Context: an optimization exercise on an open-source flow, tuned for small area, a short achievable clock period and few clock cycles. The choices shown serve that exercise and are no tape-out recipe.
Where RTL was checked, it was by simulation tests only, not by an equivalence proof against the original.
No activity file was given, so power comes from the tool's default toggle rates.

==> module nse_ctrl, before the edit <==
module nse_ctrl (
	input  logic                           clk,
	input  logic                           arst_n,
	input  logic                           handoff,
	output logic                           bk_idle_nxt,
	input  logic [9:0]                     n_i,
	input  logic [24:0]                    so_i,
	input  logic [39:0]                    soo_i,
	input  logic [40:0]                    see_i,
	output logic                           m_tvalid,
	input  logic                           m_tready,
	output logic [nse_pkg::EFF_W-1:0]      m_tdata,
	output logic [nse_pkg::STAT_W-1:0]     m_tuser
);
	typedef enum logic [2:0] {
		B_IDLE = 3'd0,
		B_MUL  = 3'd1,
		B_CHK  = 3'd2,
		B_DIV  = 3'd4,
		B_FIN  = 3'd5,
		B_OUT  = 3'd6
	} bstate_t;
	bstate_t     st_q;
	logic [4:0]  k_q;
	logic [9:0]  n_q;
	logic [51:0] q_q;       
	logic [40:0] see_q;
	logic [25:0] xq_q;      
	logic [49:0] pd_q;      
	logic [50:0] pn_q;      
	logic [1:0]  stat_q;
	logic        valid_q, few_q, div_q, chk_q;
	logic        nk_q, sk_q, top_q;    
	logic [4:0] km1;
	assign km1 = k_q - 5'd1;
	logic [11:0] q_add;
	assign q_add = q_q[51:40] + (q_q[0] ? {2'd0, n_q} : 12'd0) + (q_q[1] ? {1'b0, n_q, 1'b0} : 12'd0);
	logic [49:0] so_ext, pd_opa, pd_opb, pd_sum;
	logic        pd_cin;
	assign so_ext = {{25{xq_q[24]}}, xq_q[24:0]};
	assign pd_opa = chk_q ? pd_q : {pd_q[48:0], 1'b0};
	assign pd_opb = chk_q ? q_q[49:0] : (sk_q ? (top_q ? so_ext : ~so_ext) : 50'd0);
	assign pd_cin = !chk_q && sk_q && !top_q;
	assign pd_sum = pd_opa + pd_opb + {49'd0, pd_cin};
	logic [50:0] pn_opb, pn_sum;
	logic        qb, sub_q;
	assign pn_opb = div_q ? ({1'b0, pd_q} ^ {51{sub_q}}) : (nk_q ? {10'd0, see_q} : 51'd0);
	assign pn_sum = {pn_q[49:0], div_q && xq_q[25]} + pn_opb + {50'd0, div_q && sub_q};
	assign qb     = !pn_sum[50];
	logic        flat, sat;
	logic [25:0] w;
	logic [23:0] eff;
	assign flat = pd_q == 50'd0;
	assign sat  = xq_q[25] || (xq_q[24] && ((xq_q[23:17] != 7'd0) || (&xq_q[16:0])));
	assign w    = 26'h0020000 - {1'b0, xq_q[24:0]};
	assign eff  = sat ? 24'h800000 : w[24:1];
	always_ff @(posedge clk or negedge arst_n) begin
		if (!arst_n) begin
			st_q    <= B_IDLE;
			valid_q <= 1'b0;
			div_q   <= 1'b0;
			chk_q   <= 1'b0;
			k_q     <= '0;
		end else begin
			case (st_q)
				B_IDLE: if (handoff) begin st_q <= B_MUL; k_q <= 5'd24; end
				B_MUL: begin
					k_q <= (k_q == 5'd0) ? 5'd25 : km1;
					if (k_q == 5'd0) begin st_q <= B_CHK; chk_q <= 1'b1; end
				end
				B_CHK: begin
					st_q  <= B_DIV;
					div_q <= 1'b1;
					chk_q <= 1'b0;
				end
				B_DIV: begin
					k_q <= km1;
					if (k_q == 5'd0 || (k_q == 5'd25 && (few_q || flat))) begin
						st_q  <= B_FIN;
						div_q <= 1'b0;
					end
				end
				B_FIN: begin st_q <= B_OUT; valid_q <= 1'b1; end
				B_OUT: if (m_tready) begin st_q <= B_IDLE; valid_q <= 1'b0; end
				default: st_q <= B_IDLE;
			endcase
		end
	end
	always_ff @(posedge clk) begin
		case (st_q)
			B_IDLE: if (handoff) begin
				n_q   <= n_i;
				few_q <= n_i == 10'd0;
				q_q   <= {12'd0, soo_i};
				see_q <= see_i;
				xq_q  <= {1'b0, so_i};
				pd_q  <= '0;
				pn_q  <= '0;
				nk_q  <= 1'b0;
				sk_q  <= so_i[24];
				top_q <= 1'b1;
			end
			B_MUL: begin
				pd_q  <= pd_sum;
				pn_q  <= pn_sum;
				if (k_q >= 5'd5) q_q <= {2'd0, q_add, q_q[39:2]};    
				nk_q  <= (km1 < 5'd10) && n_q[km1[3:0]];
				sk_q  <= (km1 < 5'd25) && xq_q[km1];
				top_q <= 1'b0;
			end
			B_CHK: begin
				pd_q  <= pd_sum;
				pn_q  <= {9'd0, pn_q[50:9]};
				xq_q  <= {pn_q[8:0], 17'd0};
				sub_q <= 1'b1;
			end
			B_DIV: begin
				pn_q  <= pn_sum;
				xq_q  <= {xq_q[24:0], qb};
				sub_q <= qb;
			end
			B_FIN: begin
				stat_q <= few_q ? nse_pkg::STAT_FEW : (flat ? nse_pkg::STAT_FLAT : nse_pkg::STAT_OK);
				xq_q   <= (few_q || flat) ? 26'd0 : {2'b0, eff};
			end
			default: ;
		endcase
	end
	assign bk_idle_nxt = ((st_q == B_IDLE) && !handoff) || ((st_q == B_OUT) && m_tready);
	assign m_tvalid    = valid_q;
	assign m_tdata     = xq_q[23:0];
	assign m_tuser     = stat_q;
endmodule
==> flow/config.mk <==
export PLATFORM = sky130hd
export DESIGN_NAME = nash_sutcliffe_efficiency_top
export DESIGN_NICKNAME = nash_sutcliffe_efficiency_top
export VERILOG_FILES = /design/flow/design.v
export SDC_FILE = /design/flow/constraint.sdc
export NUM_CORES = 4
export LEC_CHECK = 0
export CAP_MARGIN = 20
export CORE_MARGIN = 2
export CORE_UTILIZATION = 40
export SLEW_MARGIN = 20
==> flow/constraint.sdc <==
create_clock -name core_clock -period 12.0 [get_ports {clk}]
set_input_delay 2.4000 -clock core_clock [delete_from_list [all_inputs] [get_ports {clk}]]
set_output_delay 2.4000 -clock core_clock [all_outputs]
set_load 0.01 [all_outputs]
standard.sh (not shown) runs the stock make flow with config.mk's settings and CLKGATE_MAP_FILE= SYNTH_SCRIPT=/design/flow/synth_recipe.tcl, a recipe that flattens the netlist after the stock synthesis.
==> flow/flow/run.sh <==
#!/bin/bash
# The standard layout (the standard.sh, standard synthesis included) with these layout
# choices:
#  - after the standard synthesis, flow/fa_polarity.py removes inverters between full-adder
#    cells: a full adder is self-dual, so feeding it complemented inputs complements its
#    outputs; it picks adder polarities that need fewer inverters. Registers and every other
#    cell stay as synthesized. The synthesized netlist is kept as 1_2_yosys.standard.v.
#  - timing repair is asked to leave setup slack beyond the clock period's (ORFS's
#    repair_timing reads the margin from SETUP_SLACK_MARGIN);
#  - the port buffers that buffer_ports puts on every input and output are plain buffers
#    (sky130_fd_sc_hd__buf_2, which repair may resize) instead of its default delay cell.
# The clock, the constraints and every other step are the standard flow's.
set -euo pipefail
export SETUP_SLACK_MARGIN=7.9
export BUFFER_PORTS_ARGS="-buffer_cell sky130_fd_sc_hd__buf_2"
R=orfs/results/${FLOW_PLATFORM}/nash_sutcliffe_efficiency_top/base
bash standard.sh synth > standard_synth.log 2>&1
cp "$R/1_2_yosys.v" "$R/1_2_yosys.standard.v"
python3 flow/fa_polarity.py "$R/1_2_yosys.standard.v" "$R/1_2_yosys.v" > fa_polarity.log 2>&1
rm -f "$R/1_synth.odb" "$R/1_synth.sdc"
bash standard.sh > standard_flow.log 2>&1
Other scripts of this flow, unchanged in this note and not shown: flow/flow/fa_polarity.py
The baseline finished clean.
Testbench counts at the start, summed over its fixed seeds: cycles 17,133.
Rerun with:
--- a/flow/design.v
+++ b/flow/design.v
@@ -71,31 +71,38 @@
 	} bstate_t;
 	bstate_t     st_q;
 	logic [4:0]  k_q;
 	logic [9:0]  n_q;
-	logic [51:0] q_q;       
-	logic [40:0] see_q;
+	logic [54:0] q_q;       
 	logic [25:0] xq_q;      
 	logic [49:0] pd_q;      
-	logic [50:0] pn_q;      
+	logic [54:0] pn_q;      
 	logic [1:0]  stat_q;
 	logic        valid_q, few_q, div_q, chk_q;
-	logic        nk_q, sk_q, top_q;    
+	logic        bm1_q, bm2_q, bneg_q;    
 	logic [4:0] km1;
 	assign km1 = k_q - 5'd1;
-	logic [11:0] q_add;
-	assign q_add = q_q[51:40] + (q_q[0] ? {2'd0, n_q} : 12'd0) + (q_q[1] ? {1'b0, n_q, 1'b0} : 12'd0);
-	logic [49:0] so_ext, pd_opa, pd_opb, pd_sum;
+	logic [12:0] q_add, n_add;
+	assign q_add = q_q[54:42] + (q_q[0] ? {3'd0, n_q} : 13'd0) + (q_q[1] ? {2'd0, n_q, 1'b0} : 13'd0)
+	             + (q_q[2] ? {1'b0, n_q, 2'b0} : 13'd0);
+	assign n_add = pn_q[54:42] + (pn_q[0] ? {3'd0, n_q} : 13'd0) + (pn_q[1] ? {2'd0, n_q, 1'b0} : 13'd0)
+	             + (pn_q[2] ? {1'b0, n_q, 2'b0} : 13'd0);
+	logic [49:0] so_ext, pd_mag, pd_opa, pd_opb, pd_sum;
 	logic        pd_cin;
 	assign so_ext = {{25{xq_q[24]}}, xq_q[24:0]};
-	assign pd_opa = chk_q ? pd_q : {pd_q[48:0], 1'b0};
-	assign pd_opb = chk_q ? q_q[49:0] : (sk_q ? (top_q ? so_ext : ~so_ext) : 50'd0);
-	assign pd_cin = !chk_q && sk_q && !top_q;
+	assign pd_mag = bm1_q ? so_ext : (bm2_q ? {so_ext[48:0], 1'b0} : 50'd0);
+	assign pd_opa = chk_q ? pd_q : {pd_q[47:0], 2'b0};
+	assign pd_opb = chk_q ? q_q[49:0] : (pd_mag ^ {50{bneg_q}});
+	assign pd_cin = !chk_q && bneg_q;
 	assign pd_sum = pd_opa + pd_opb + {49'd0, pd_cin};
+	logic [28:0] sxe;
+	logic [2:0]  trip;
+	assign sxe  = {{3{xq_q[24]}}, xq_q[24:0], 1'b0};
+	assign trip = (k_q != 5'd0) ? sxe[{km1[3:0], 1'b0} +: 3] : 3'd0;
 	logic [50:0] pn_opb, pn_sum;
 	logic        qb, sub_q;
-	assign pn_opb = div_q ? ({1'b0, pd_q} ^ {51{sub_q}}) : (nk_q ? {10'd0, see_q} : 51'd0);
-	assign pn_sum = {pn_q[49:0], div_q && xq_q[25]} + pn_opb + {50'd0, div_q && sub_q};
+	assign pn_opb = {1'b0, pd_q} ^ {51{sub_q}};
+	assign pn_sum = {pn_q[49:0], xq_q[25]} + pn_opb + {50'd0, sub_q};
 	assign qb     = !pn_sum[50];
 	logic        flat, sat;
 	logic [25:0] w;
 	logic [23:0] eff;
@@ -111,9 +118,9 @@
 			chk_q   <= 1'b0;
 			k_q     <= '0;
 		end else begin
 			case (st_q)
-				B_IDLE: if (handoff) begin st_q <= B_MUL; k_q <= 5'd24; end
+				B_IDLE: if (handoff) begin st_q <= B_MUL; k_q <= 5'd13; end
 				B_MUL: begin
 					k_q <= (k_q == 5'd0) ? 5'd25 : km1;
 					if (k_q == 5'd0) begin st_q <= B_CHK; chk_q <= 1'b1; end
 				end
@@ -139,33 +146,32 @@
 		case (st_q)
 			B_IDLE: if (handoff) begin
 				n_q   <= n_i;
 				few_q <= n_i == 10'd0;
-				q_q   <= {12'd0, soo_i};
-				see_q <= see_i;
+				q_q   <= {15'd0, soo_i};
+				pn_q  <= {14'd0, see_i};
 				xq_q  <= {1'b0, so_i};
 				pd_q  <= '0;
-				pn_q  <= '0;
-				nk_q  <= 1'b0;
-				sk_q  <= so_i[24];
-				top_q <= 1'b1;
+				bm1_q  <= 1'b0;
+				bm2_q  <= 1'b0;
+				bneg_q <= 1'b0;
 			end
 			B_MUL: begin
 				pd_q  <= pd_sum;
-				pn_q  <= pn_sum;
-				if (k_q >= 5'd5) q_q <= {2'd0, q_add, q_q[39:2]};    
-				nk_q  <= (km1 < 5'd10) && n_q[km1[3:0]];
-				sk_q  <= (km1 < 5'd25) && xq_q[km1];
-				top_q <= 1'b0;
+				q_q    <= {3'd0, q_add, q_q[41:3]};    
+				pn_q   <= {3'd0, n_add, pn_q[41:3]};
+				bm1_q  <= trip[1] ^ trip[0];
+				bm2_q  <= (trip == 3'b011) || (trip == 3'b100);
+				bneg_q <= !trip[2] && (trip[1] || trip[0]);
 			end
 			B_CHK: begin
 				pd_q  <= pd_sum;
-				pn_q  <= {9'd0, pn_q[50:9]};
+				pn_q  <= {13'd0, pn_q[50:9]};
 				xq_q  <= {pn_q[8:0], 17'd0};
 				sub_q <= 1'b1;
 			end
 			B_DIV: begin
-				pn_q  <= pn_sum;
+				pn_q  <= {4'd0, pn_sum};
 				xq_q  <= {xq_q[24:0], qb};
 				sub_q <= qb;
 			end
 			B_FIN: begin
After rerunning:
- The new run ran to the end with no violations
- non-clock buffer count came out higher by 41
- sequential power decreases by a few percent
- design area goes up slightly
- global-route usage climbs by 0.11 points
- combinational power grows by a quarter to a third
Only the layout flow was run in the second run of this note; the RTL was not checked for function there.

==> re-timing with driven ports <==
Ports are ideal in the flow. The routed layouts listed here were re-timed in OpenROAD.
Step 1: set_driving_cell puts a clkbuf_16 on clk and a buf_2 on each other input, an assumption about the parent block.
Step 2 moves the port delays by t, midway between the first and last clock arrival at a register: inputs arrive t later, outputs are due t later. That takes back most of the time a late clock gives input paths.
Slacks: ideal ports / drivers / drivers and shift; pairs: ideal ports / drivers.
run | shift t [ns] | slack for setup (ns) | worst hold slack (ns) | clock arrival spread, ns | worst data-port slew with drivers (ns)
the first run | 0.683 | 7.951 / 7.951 / 7.951 | 0.362 / 0.362 / 0.362 | 0.029 / 0.029 | 0.08
the second run | 0.696 | 7.820 / 7.820 / 7.820 | 0.356 / 0.356 / 0.356 | 0.033 / 0.032 | 0.10
After both steps setup and hold are still met in every run listed.
